Source: an optimization exercise on an open RTL-to-GDS flow (aim: small area, a short achievable clock period and few clock cycles per item). Production flows keep margins and buffers that such runs may drop. In this exercise RTL edits were held to simulation tests only and were not proved equivalent to the original. Power and IR drop assume default switching activity.

<file path="design.v">
module tophat_subtract #(
    parameter int DATA_WIDTH = 16,
    parameter int LAG        = 35,
    parameter int DEPTH      = 128,
    localparam int PTR_W     = (DEPTH > 1) ? $clog2(DEPTH) : 1,
    localparam int CNT_W     = $clog2(DEPTH + 1),
    localparam int DROP_W    = $clog2(LAG + 2)
) (
    input  logic                  clk,
    input  logic                  areset,
    input  logic [DATA_WIDTH-1:0] axis_raw_tdata,
    input  logic                  axis_raw_tvalid,
    output logic                  axis_raw_tready,
    input  logic [DATA_WIDTH-1:0] axis_base_tdata,
    input  logic                  axis_base_tvalid,
    output logic                  axis_base_tready,
    output logic [DATA_WIDTH-1:0] axis_out_tdata,
    output logic                  axis_out_tvalid,
    input  logic                  axis_out_tready,
    output logic                  sat_flag
);
    typedef enum logic [1:0] {
        S_IDLE  = 2'd0,
        S_FETCH = 2'd1,
        S_CALC  = 2'd2,
        S_OUT   = 2'd3
    } state_t;
    localparam logic [CNT_W-1:0]  DEPTH_C = CNT_W'(DEPTH);
    localparam logic [PTR_W-1:0]  PTR_MAX = PTR_W'(DEPTH - 1);
    localparam logic [DROP_W-1:0] LAG_C   = DROP_W'(LAG);
    state_t                  state;
    logic [PTR_W-1:0]        wr_ptr;
    logic [PTR_W-1:0]        rd_ptr;
    logic [CNT_W-1:0]        count;
    logic [DROP_W-1:0]       drop_cnt;
    logic [DATA_WIDTH-1:0]   base_reg;
    logic [DATA_WIDTH-1:0]   rd_data;
    logic [DATA_WIDTH-1:0]   mem [DEPTH];
    logic                    raw_push;
    logic                    base_hs;
    logic                    pop;
    logic                    warm;
    logic [DATA_WIDTH:0]     diff;
    logic                    sat_hi;
    logic                    sat_lo;
    logic [DATA_WIDTH-1:0]   sat_val;
    function automatic logic [PTR_W-1:0] ptr_next(input logic [PTR_W-1:0] p);
        ptr_next = (p == PTR_MAX) ? '0 : p + 1'b1;
    endfunction
    assign warm     = drop_cnt < LAG_C;
    assign pop      = state == S_FETCH;
    assign raw_push = axis_raw_tvalid && axis_raw_tready;
    assign base_hs  = axis_base_tvalid && axis_base_tready;
    assign axis_raw_tready  = !areset && (count < DEPTH_C);
    assign axis_base_tready = !areset && (state == S_IDLE) && (warm || count != '0);
    assign diff   = {rd_data[DATA_WIDTH-1], rd_data} - {base_reg[DATA_WIDTH-1], base_reg};
    assign sat_hi = !diff[DATA_WIDTH] && diff[DATA_WIDTH-1];
    assign sat_lo = diff[DATA_WIDTH] && !diff[DATA_WIDTH-1];
    always_comb begin
        sat_val = diff[DATA_WIDTH-1:0];
        if (sat_hi) begin
            sat_val = {1'b0, {(DATA_WIDTH-1){1'b1}}};
        end else if (sat_lo) begin
            sat_val = {1'b1, {(DATA_WIDTH-1){1'b0}}};
        end
    end
    always_ff @(posedge clk) begin
        if (raw_push) begin
            mem[wr_ptr] <= axis_raw_tdata;
        end
        if (pop) begin
            rd_data <= mem[rd_ptr];
        end
    end
    always_ff @(posedge clk or posedge areset) begin
        if (areset) begin
            wr_ptr <= '0;
            rd_ptr <= '0;
            count  <= '0;
        end else begin
            if (raw_push) begin
                wr_ptr <= ptr_next(wr_ptr);
            end
            if (pop) begin
                rd_ptr <= ptr_next(rd_ptr);
            end
            case ({raw_push, pop})
                2'b10:   count <= count + 1'b1;
                2'b01:   count <= count - 1'b1;
                default: count <= count;
            endcase
        end
    end
    always_ff @(posedge clk or posedge areset) begin
        if (areset) begin
            state           <= S_IDLE;
            drop_cnt        <= '0;
            base_reg        <= '0;
            axis_out_tdata  <= '0;
            axis_out_tvalid <= 1'b0;
            sat_flag        <= 1'b0;
        end else begin
            case (state)
                S_IDLE: begin
                    if (base_hs) begin
                        if (warm) begin
                            drop_cnt <= drop_cnt + 1'b1;
                        end else begin
                            base_reg <= axis_base_tdata;
                            state    <= S_FETCH;
                        end
                    end
                end
                S_FETCH: begin
                    state <= S_CALC;
                end
                S_CALC: begin
                    axis_out_tdata  <= sat_val;
                    axis_out_tvalid <= 1'b1;
                    if (sat_hi || sat_lo) begin
                        sat_flag <= 1'b1;
                    end
                    state <= S_OUT;
                end
                S_OUT: begin
                    if (axis_out_tready) begin
                        axis_out_tvalid <= 1'b0;
                        state           <= S_IDLE;
                    end
                end
                default: begin
                    state <= S_IDLE;
                end
            endcase
        end
    end
endmodule
</file>
<file path="run.sh">
#!/bin/bash
# synth_recipe.tcl (not shown) runs the flow's synth.tcl, then flattens the netlist and writes it again
# the make line also repeats each setting of config.mk as NAME=value (left out here)
make -C /OpenROAD-flow-scripts/flow DESIGN_CONFIG=/design/flow/config.mk WORK_HOME=/design/flow/orfs CLKGATE_MAP_FILE= SYNTH_SCRIPT=/design/flow/synth_recipe.tcl finish
</file>
<file path="config.mk">
export PLATFORM = sky130hd
export DESIGN_NAME = tophat_subtract
export DESIGN_NICKNAME = tophat_subtract
export VERILOG_FILES = /design/flow/design.v
export SDC_FILE = /design/flow/constraint.sdc
export NUM_CORES = 4
export LEC_CHECK = 0
export CAP_MARGIN = 20
export CORE_MARGIN = 2
export CORE_UTILIZATION = 40
export SLEW_MARGIN = 20
</file>
<file path="constraint.sdc">
create_clock -name core_clock -period 5.0 [get_ports {clk}]
set_input_delay 1.0000 -clock core_clock [delete_from_list [all_inputs] [get_ports {clk}]]
set_output_delay 1.0000 -clock core_clock [all_outputs]
set_load 0.01 [all_outputs]
</file>
==> run notes, run 1 <==
dominant cell type by area after synthesis=edfxtp_1; clock sink count=about 2100; met1 GRT Util=0.298; crit end category=flip-flop; predominant post-synthesis flop cell=edfxtp_1; H-tree levels=4; Die Wd=between 400 and 500 um; CP top delay family=compound AO/OA/AOI/OAI gates; R2R depth=8; Yosys cell types=72; CP Max Fanout=35; hold-critical path endpoint=sat_flag$_DFFE_PP0P_; f_max=214 MHz; # hold bufs at CTS=0; WS Path Type=reg -> reg; Syn-to-layout area delta=14.8%; WHS Path Cells=1; Syn Nets=4260; Syn Inst Count=around 4200; Int Power=about 34000 uW; Filler cells=around 17000; unrepaired setup endpoints after global routing=no; DR vias/cell=5.78; number of global-route vias before repair=42346; Mapped Avg Cell Area=around 20 um^2; FF+latch count, synth=around 2100; final core utilization=0.462; Tightest Pin Transition=~1.1 ns; Post CTS Setup Buffer Count=0; gr busiest metal=met2; max reg flops=slightly above 2000; sequential element share of the synthesized area=0.763; PostCTS Resize Cnt=0; number of cells after detailed placement=about 7100; first-pass GRT wire length=between 300 and 400 mm; capturing point of the worst reg2reg path=rd_data[0]$_DFFE_PP_; CP most frequent cell=a2111oi_2; drt first pass iters=6; Synth Cell Area=approximately 0.083 mm^2; commonest cells in the netlist=edfxtp_1 (2064), mux4_2 (370), mux2i_1 (275), nor2_1 (217), a21oi_1 (142); largest register by flop count=mem; GPL Wtd Cong=approximately 0.9; Ys Warns=1; Routed wire per std cell=a little under 30 um; Net Sw Frac=0.310; Clock Latency Late Sink=about 0.87 ns; total CTS buffers=between 200 and 250; Critical Path Max Stage Delay=about 1.1 ns; Switch Pwr=15400 uW; Maximum Capacitance Violations=0; Setup TNS Final=0 ns; Die Y=~460 um; top cell type's share of synthesized area=0.744; top-count cell post-synth=edfxtp_1; synth top area cells=edfxtp_1 (74%), mux4_2 (10%), mux2i_1 (3.3%); DRT iter0 DRCs=~5500; Routed Antenna Nets=0; LEAKAGE=between 0.03 and 0.04 uW; Comb power frac=0.271; via count=between 40000 and 50000; initial antenna violation count=15; crit-path cells=buf_12 > mux4_2 > a22o_1 > a2111oi_2 > a211oi_1 > buf_4 > a2111oi_2 > a31oi_1; Final setup viols=0; total wire length=between 200 and 250 mm; min-delay src=sat_flag$_DFFE_PP0P_; PD cells=between 500 and 600 mW/mm^2; share of layout cells above drive strength 1=0.226; Total Routing Usage GR=0.209; Hold Slack=just over 0.5 ns; Worst VDD drop=between 0.2 and 0.3 mV; dpl hpwl=~140 mm; relative slew slack=0.298; Rows=between 150 and 200; Clk pwr share=0.317; initial core utilization=0.402; crit share post-route=0.936; CP startpoint kind=flip-flop; skew final=roughly 0.063 ns; Final Hold Viols=0; pin count of the biggest net entering global routing=about 130; min cycle time layout=around 4.7 ns; M3 GR Usage=0.0406; GRT overflow=0; Final Max Tran Viols=0; Placeable Area=0.207 mm^2; critical path buffer and inverter count=2; Post-synth EDFFs=a little over 2000; Clk pin slew, worst setup/hold paths=roughly 0.060 ns; Arr. time, crit path=~5.2 ns; CTS tree=yes; async set-or-reset flop fraction in the synthesized netlist=0.0301; grt met2 use=0.323; Port Buf Inserts=56; Final Non-Filler Cells=about 7500; Root Driver=clkbuf_16; status=timing/DRC/antenna clean; maximum clock path buffer count=3; flop2flop setup slack=approximately 0.32 ns; Worst EP required=between 5 and 6 ns; total power=49700 uW; I/O pin cnt=57; Slowest-stage cell, CP=dfrtp_4; hold crit path type=reg -> reg; die footprint=between 0.2 and 0.25 mm^2; # DRC=0; Seq pwr share=0.412; Nets=roughly 4600; R2R Path Start=rd_ptr[0]$_DFFE_PP0P_
-- cells by family (layout without fill, tap and decap cells) --
group | after synthesis | after routing | share of synthesized area
other | 0 | 1 | 0
AND/OR/NAND/NOR | 499 | 499 | 0.0262
adder cells (fa/ha/maj) | 35 | 35 | 0.00544
AO/OA/AOI/OAI | 554 | 554 | 0.0457
flip-flops | 2128 | 2128 | 0.763
multiplexers | 685 | 685 | 0.140
buffers and inverters | 265 | 795 | 0.0173
XOR/XNOR | 22 | 22 | 0.00231
-- power by group through the flow --
| stage | Clock (uW) | Sequential [uW] | Combinational (uW) |
|---|---|---|---|
| floorplan | 0 | 20400 | 8540 |
| global placement | 0 | 20800 | 13400 |
| detailed placement | 0 | 20800 | 13400 |
| CTS | 16100 | 20500 | 13500 |
| global route | 16700 | 20500 | 14100 |
| finish | 15800 | 20500 | 13500 |
-- stage by stage --
stage	worst slack, ns	instance area [um^2]
CTS	0.575	95600
floorplan	1.27	83300
detailed placement	0.576	88700
global route	0.391	95600
finish	0.319	95600
global placement	0.650	88700
-- layout by cell type (no fill, tap or decap), types with 12 or more instances in the layout --
| cell type | count |
|---|---|
| a21oi_1 | 142 |
| nand2_1 | 138 |
| a31oi_1 | 13 |
| nor2b_1 | 22 |
| mux4_2 | 370 |
| o21ai_0 | 68 |
| a211oi_1 | 27 |
| clkinv_1 | 54 |
| buf_4 | 297 |
| a2111oi_0 | 13 |
| a22o_1 | 15 |
| o221ai_1 | 27 |
| clkinv_2 | 45 |
| nand4_1 | 12 |
| buf_12 | 26 |
| nor2_1 | 214 |
| bufinv_16 | 20 |
| mux2_2 | 33 |
| clkdlybuf4s50_1 | 40 |
| clkbuf_16 | 213 |
| a22oi_1 | 98 |
| ha_1 | 33 |
| clkbuf_1 | 31 |
| o22ai_1 | 24 |
| inv_1 | 36 |
| clkinvlp_4 | 12 |
| a221oi_1 | 47 |
| xnor2_1 | 12 |
| dfrtp_1 | 59 |
| mux2i_1 | 275 |
| nand3_1 | 50 |
| edfxtp_1 | 2064 |
-- layer usage --
metal	part of all wire	vias to the layer above
met5	0.00051	-
li1	-	17995
met4	0.032	10
met1	0.42	23078
met2	0.47	1921
met3	0.084	357
-- final cells by class --
type | count | area [um^2] | share of cell area
Sequential cell | 2128 | 63600 | 0.665
Multi-Input combinational cell | 1795 | 18300 | 0.192
Clock buffer | 244 | 5450 | 0.0570
Tap cell | 2788 | 3490 | 0.0365
Timing Repair Buffer | 363 | 3150 | 0.0329
Clock inverter | 150 | 1480 | 0.0154
Inverter | 38 | 145 | 0.00152
Antenna cell | 1 | 2.50 | 0.0000262
-- worst max path at each step --
stage                                from                   end  slack (ns)  cells past startpoint
global placement                   areset  count[7]$_DFFE_PP0P_        0.65                     12
CTS                 rd_ptr[0]$_DFFE_PP0P_  rd_data[0]$_DFFE_PP_        0.58                      8
floorplan                          areset      axis_base_tready        1.27                      2
finish              rd_ptr[0]$_DFFE_PP0P_  rd_data[0]$_DFFE_PP_        0.32                      8
global route        rd_ptr[0]$_DFFE_PP0P_  rd_data[0]$_DFFE_PP_        0.39                      8
detailed placement  rd_ptr[0]$_DFFE_PP0P_  rd_data[0]$_DFFE_PP_        0.58                      8
-- worst register-to-register path: cells and delay by family, from the launching register on --
| kind | cells | cell delay [ns] |
|---|---|---|
| DFF | 1 | 1.08 |
| buffers and inverters | 2 | 0.65 |
| AOI/OAI and AO/OA | 5 | 2.03 |
| muxes | 1 | 0.60 |
Testbench counts, summed over its fixed seeds: cycles 9,880, items 2,400.
==> run 2, diff against run 1 <==
==> design.v (replaced) <==
module tophat_subtract #(
    parameter int DATA_WIDTH = 16,
    parameter int LAG        = 35,
    parameter int DEPTH      = 128,
    localparam int PTR_W     = (DEPTH > 1) ? $clog2(DEPTH) : 1,
    localparam int CNT_W     = $clog2(DEPTH + 1),
    localparam int DROP_W    = $clog2(LAG + 2)
) (
    input  logic                  clk,
    input  logic                  areset,
    input  logic [DATA_WIDTH-1:0] axis_raw_tdata,
    input  logic                  axis_raw_tvalid,
    output logic                  axis_raw_tready,
    input  logic [DATA_WIDTH-1:0] axis_base_tdata,
    input  logic                  axis_base_tvalid,
    output logic                  axis_base_tready,
    output logic [DATA_WIDTH-1:0] axis_out_tdata,
    output logic                  axis_out_tvalid,
    input  logic                  axis_out_tready,
    output logic                  sat_flag
);
    localparam int                NENT    = DEPTH - 1;
    localparam logic [PTR_W-1:0]  PTR_MAX = PTR_W'(NENT - 1);
    localparam logic [PTR_W-1:0]  HOLD_MAX = PTR_W'(NENT);
    localparam logic [DROP_W-1:0] LAG_C   = DROP_W'(LAG);
    logic [DATA_WIDTH-1:0] mem [NENT];
    logic [PTR_W-1:0]      wr_ptr, rd_ptr;
    logic [PTR_W-1:0]      held;           
    logic [DROP_W-1:0]     drop_cnt;
    logic                  warm;           
    logic                  raw_rdy, base_rdy;
    logic                  p1_v;
    logic [DATA_WIDTH-1:0] p1_raw, p1_base;
    logic                  s_v, s_sat;
    logic [DATA_WIDTH-1:0] s_data;
    logic                  o_v, o_sat;
    logic [DATA_WIDTH-1:0] o_data;
    logic                  sticky;
    function automatic logic [PTR_W-1:0] ptr_next(input logic [PTR_W-1:0] p);
        ptr_next = (p == PTR_MAX) ? '0 : p + 1'b1;
    endfunction
    assign axis_raw_tready  = raw_rdy;
    assign axis_base_tready = base_rdy;
    assign axis_out_tdata   = o_data;
    assign axis_out_tvalid  = o_v;
    assign sat_flag         = o_sat;
    logic raw_hs, base_hs, pair, drop;
    assign raw_hs  = axis_raw_tvalid && raw_rdy;
    assign base_hs = axis_base_tvalid && base_rdy;
    assign pair    = base_hs && !warm;
    assign drop    = base_hs && warm;
    logic [DATA_WIDTH:0]   diff;
    logic                  sat_hi, sat_lo, sat;
    logic [DATA_WIDTH-1:0] res;
    assign diff   = {p1_raw[DATA_WIDTH-1], p1_raw} - {p1_base[DATA_WIDTH-1], p1_base};
    assign sat_hi = !diff[DATA_WIDTH] && diff[DATA_WIDTH-1];
    assign sat_lo = diff[DATA_WIDTH] && !diff[DATA_WIDTH-1];
    assign sat    = sat_hi || sat_lo;
    always_comb begin
        res = diff[DATA_WIDTH-1:0];
        if (sat_hi)      res = {1'b0, {(DATA_WIDTH-1){1'b1}}};
        else if (sat_lo) res = {1'b1, {(DATA_WIDTH-1){1'b0}}};
    end
    logic p1_go, o_free;
    assign p1_go  = p1_v && !s_v;
    assign o_free = !o_v || axis_out_tready;
    logic [PTR_W-1:0] held_n;
    logic             warm_n, p1_v_n, s_v_n;
    always_comb begin
        held_n = held + PTR_W'(raw_hs) - PTR_W'(pair);
        warm_n = warm && !(drop && drop_cnt == LAG_C - 1'b1);
        p1_v_n = pair || (p1_v && !p1_go);
        s_v_n  = !o_free && (s_v || p1_go);
    end
    always_ff @(posedge clk) begin
        if (raw_hs) mem[wr_ptr] <= axis_raw_tdata;
        if (pair) begin
            p1_raw  <= mem[rd_ptr];
            p1_base <= axis_base_tdata;
        end
        if (!o_free && p1_go) begin
            s_data <= res;
            s_sat  <= sticky || sat;
        end
        if (o_free) begin
            if (s_v) begin
                o_data <= s_data;
                o_sat  <= s_sat;
            end else if (p1_go) begin
                o_data <= res;
                o_sat  <= sticky || sat;
            end
        end
    end
    always_ff @(posedge clk or posedge areset) begin
        if (areset) begin
            wr_ptr   <= '0;
            rd_ptr   <= '0;
            held     <= '0;
            drop_cnt <= '0;
            warm     <= 1'b1;
            raw_rdy  <= 1'b1;
            base_rdy <= 1'b1;
            p1_v     <= 1'b0;
            s_v      <= 1'b0;
            o_v      <= 1'b0;
            sticky   <= 1'b0;
        end else begin
            if (raw_hs) wr_ptr <= ptr_next(wr_ptr);
            if (pair)   rd_ptr <= ptr_next(rd_ptr);
            if (drop)   drop_cnt <= drop_cnt + 1'b1;
            held     <= held_n;
            warm     <= warm_n;
            raw_rdy  <= held_n != HOLD_MAX;
            base_rdy <= warm_n || (held_n != '0 && (!p1_v_n || !s_v_n));
            p1_v     <= p1_v_n;
            s_v      <= s_v_n;
            if (o_free) o_v <= s_v || p1_go;
            if (p1_go && sat) sticky <= 1'b1;
        end
    end
endmodule
==> run notes, run 2 <==
Syn Nets=3927 (was 4260); Slowest-stage cell, CP=dfrtp_4 (unchanged); PostCTS Resize Cnt=0 (unchanged); CP top delay family=multiplexers (was compound AO/OA/AOI/OAI gates); Seq pwr share=0.402 (was 0.412); Setup TNS Final=0 ns (unchanged); Met3 Wirelength=17.4 mm (was 18.5 mm); Port Buf Inserts=56 (unchanged); DR vias/cell=5.75 (was 5.78); Yosys cell types=71 (was 72); unrepaired setup endpoints after global routing=no (unchanged); min cycle time layout=4.10 ns (was 4.68 ns); Rows=167 (unchanged); Die Y=460 um (about the same); CTS tree=yes (unchanged); capturing point of the worst reg2reg path=p1_raw[12]$_DFFE_PP_ (was rd_data[0]$_DFFE_PP_); CP startpoint kind=flip-flop (unchanged); critical path buffer and inverter count=3 (was 2); Metal-1 WL=90.0 mm (was 92.7 mm); total wire length=216 mm (was 222 mm); predominant post-synthesis flop cell=edfxtp_1 (unchanged); Met2 Routed Length=103 mm (about the same); clock sink count=2132 (was 2128); Final Hold Viols=0 (unchanged); Critical Path Stages=9 (was 8); Synth Cell Area=0.0833 mm^2 (about the same); Post CTS Setup Buffer Count=0 (unchanged); WS Path Type=reg -> reg (unchanged); sequential element share of the synthesized area=0.766 (was 0.763); Nets=4268 (was 4610); # hold bufs at CTS=0 (unchanged); Net Sw Frac=0.313 (was 0.310); I/O pin cnt=57 (unchanged); largest register by flop count=mem (unchanged); drt first pass iters=5 (was 6); Ys Warns=1 (unchanged); DRT iter0 DRCs=5025 (was 5519); crit share post-route=0.820 (was 0.936); LEAKAGE=0.0302 uW (was 0.0306 uW); Syn-to-layout area delta=14.5% (was 14.8%); Final Max Tran Viols=0 (unchanged); Clk pin slew, worst setup/hold paths=0.07 ns (was 0.06 ns); highest-count cells in the layout ignoring fill and taps=edfxtp_1 (2098), mux4_2 (536), buf_4 (266), clkbuf_16 (211), nor2_1 (139) (was edfxtp_1 (2064), mux4_2 (370), buf_4 (297), mux2i_1 (275), nor2_1 (214)); most common cell after layout, fill and taps aside=edfxtp_1 (unchanged); GRT overflow=0 (unchanged); R2R Path Start=rd_ptr[0]$_DFFE_PP0P_ (unchanged); commonest cells in the netlist=edfxtp_1 (2098), mux4_2 (536), nor2_1 (189), nand2_1 (133), mux2i_1 (125) (was edfxtp_1 (2064), mux4_2 (370), mux2i_1 (275), nor2_1 (217), a21oi_1 (142)); Worst EP required=5.58 ns (was 5.55 ns); Clock Latency Late Sink=0.87 ns (about the same); Comb power frac=0.299 (was 0.271); synth top area cells=edfxtp_1 (76%), mux4_2 (14%), mux2i_1 (1.5%) (was edfxtp_1 (74%), mux4_2 (10%), mux2i_1 (3.3%)); top cell type's share of synthesized area=0.756 (was 0.744); initial core utilization=0.402 (about the same); PD cells=546 mW/mm^2 (was 520 mW/mm^2); initial antenna violation count=11 (was 15); Worst VDD drop=0.460 mV (was 0.291 mV); pin count of the biggest net entering global routing=98 (was 129); FF+latch count, synth=2132 (was 2128); skew final=0.0458 ns (was 0.0627 ns); Critical Path Max Stage Delay=0.81 ns (was 1.08 ns); total CTS buffers=210 (was 212); async set-or-reset flop fraction in the synthesized netlist=0.0159 (was 0.0301); relative slew slack=0.282 (was 0.298); Syn Inst Count=3857 (was 4188); Post-synth EDFFs=2098 (was 2064); Total Routing Usage GR=0.205 (was 0.209); Routed Antenna Nets=0 (unchanged); Int Power=35800 uW (was 34300 uW); Clk pwr share=0.299 (was 0.317); Mapped Avg Cell Area=21.6 um^2 (was 19.9 um^2); first-pass GRT wire length=309 mm (was 316 mm); CP Launch Point=rd_ptr[0]$_DFFE_PP0P_ (unchanged); max reg flops=2032 (was 2048); top-count cell post-synth=edfxtp_1 (unchanged); GPL Wtd Cong=0.841 (was 0.881); Arr. time, crit path=4.67 ns (was 5.23 ns); CP endpoint=p1_raw[12]$_DFFE_PP_ (was rd_data[0]$_DFFE_PP_); status=timing/DRC/antenna clean (unchanged); Max Used Layer=met5 (unchanged); via count=41174 (was 43361); Tightest Pin Transition=1.08 ns (was 1.05 ns); Placeable Area=0.207 mm^2 (unchanged); flop2flop setup slack=0.90 ns (was 0.32 ns); Switch Pwr=16300 uW (was 15400 uW); crit end category=flip-flop (unchanged); # DRC=0 (unchanged); Final setup viols=0 (unchanged); R2R depth=9 (was 8); H-tree levels=4 (unchanged); hold crit path type=reg -> reg (unchanged); final core utilization=0.461 (was 0.462); Routed wire per std cell=30.2 um (was 29.5 um); Root Driver=clkbuf_16 (unchanged); number of global-route vias before repair=40762 (was 42346); maximum clock path buffer count=3 (unchanged); share of layout cells above drive strength 1=0.277 (was 0.226); Maximum Capacitance Violations=0 (unchanged); dominant cell type by area after synthesis=edfxtp_1 (unchanged); CP Max Fanout=27 (was 35); Die Wd=460 um (about the same); f_max=244 MHz (was 214 MHz); crit-path cells=buf_12 > buf_4 > mux4_2 > mux4_2 > nor2_1 > a2111oi_0 > buf_4 > a311oi_1 > o21ai_1 (was buf_12 > mux4_2 > a22o_1 > a2111oi_2 > a211oi_1 > buf_4 > a2111oi_2 > a31oi_1); die footprint=0.212 mm^2 (about the same); dpl hpwl=129 mm (was 139 mm)
==> run 2: cell types whose count changed in the layout (fill, tap and decap cells not counted), moves of 20 or more <==
cell / change
a221oi_1: -34
a22oi_1: -90
mux4_2: +166
a21oi_1: -81
edfxtp_1: +34
nor2_1: -75
nor2_2: +47
mux2i_1: -150
nand3_1: -20
dfrtp_1: -33
buf_4: -31
==> run 2: logic make-up after synthesis <==
family	Yosys count	share of synthesized area
and+or+nand+nor	450	0.0235
DFF	2132	0.766
buffers and inverters	247	0.0165
xor gates and xnor gates	19	0.00200
AOI/OAI and AO/OA	289	0.0230
adders and majority gates	33	0.00514
muxes	687	0.163
==> run 2: metal layers <==
layer / up-vias / track usage
met2: 1811 / 0.321
met4: 10 / 0.0627
li1: 16817 / -
met5: - / 0
met3: 354 / 0.0354
met1: 22182 / 0.293
==> run 2: area by class of cell <==
class / instances / area, um^2
Antenna cell: 3 / 7.51
Clock buffer: 257 / 5450
Clock inverter: 128 / 1320
Fill cell: 17143 / 112000
Inverter: 47 / 183
Multi-Input combinational cell: 1478 / 18200
Sequential cell: 2132 / 63900
Tap cell: 2788 / 3490
Timing Repair Buffer: 329 / 2870
==> run 2: worst min path at each step <==
stage                                  startpoint                      end  slack, ns  depth (start not counted)
after floorplan                sticky$_DFFE_PP0P_       sticky$_DFFE_PP0P_       0.43                          1
after global placement         sticky$_DFFE_PP0P_       sticky$_DFFE_PP0P_       0.45                          1
after detailed placement       sticky$_DFFE_PP0P_       sticky$_DFFE_PP0P_       0.46                          1
after CTS                      sticky$_DFFE_PP0P_       sticky$_DFFE_PP0P_       0.48                          1
after global routing      drop_cnt[5]$_DFFE_PP0P_  drop_cnt[5]$_DFFE_PP0P_       0.50                          1
final                          sticky$_DFFE_PP0P_       sticky$_DFFE_PP0P_       0.47                          1
==> run 2: worst reg2reg max path, cell delays in order, from the launching register on <==
cell       delay [ns]
dfrtp_4          0.81
buf_12           0.32
buf_4            0.26
mux4_2           0.53
mux4_2           0.47
nor2_1           0.33
a2111oi_0        0.18
buf_4            0.21
a311oi_1         0.54
o21ai_1          0.16
==> run 2: power groups by stage <==
| stage | Sequential (uW) | Combinational (uW) | Clock, uW |
|---|---|---|---|
| final | 20900 | 15600 | 15600 |
| after global routing | 21000 | 16400 | 16500 |
| after CTS | 20900 | 15700 | 15900 |
| after detailed placement | 21300 | 15600 | 0 |
| after global placement | 21300 | 15500 | 0 |
| after floorplan | 21000 | 10100 | 0 |
==> run 2: through the flow <==
step                std cells  area, um^2  hold slack [ns]  worst slack (ns)  power [uW]
floorplan                3857       83300            0.434             0.555       31100
detailed placement       6772       88600            0.461             0.601       36900
finish                   7162       95400            0.469             0.901       52100
global route             7159       95400            0.501             0.605       53900
global placement         6772       88600            0.453             0.542       36800
CTS                      7157       95400            0.475             0.982       52500
Testbench counts of run 2, summed over its fixed seeds: cycles 2,696, items 2,400.

-- re-timing with driven ports --
In the flow no input, the clock included, has a driving cell. The finished layouts below were timed again as built, in two steps.
Step 1 assumes that a clkbuf_16 drives the clock port and a buf_2 every other input.
Step 2 adds t to the input delays and takes it off the output delays; t is the mean of the earliest and latest rising clock arrival at the registers after step 1. Input paths then give back, and output paths get back, about the clock's delay inside the block.
a / b / c = ideal / step 1 / step 2; a / b = the first two.
| run | t (ns) | setup slack, ns | slew at the worst register clock pin (ns) |
|---|---|---|---|
| run 1 | 0.935 | 0.319 / 0.319 / 0.319 | 0.07 / 0.07 |
| run 2 | 0.943 | 0.901 / 0.901 / 0.551 | 0.07 / 0.07 |
After both steps setup and hold are still met in every run listed. For run 2, which loses most, drivers alone change the setup slack by 0.000 ns; drivers and shift together by -0.350 ns.
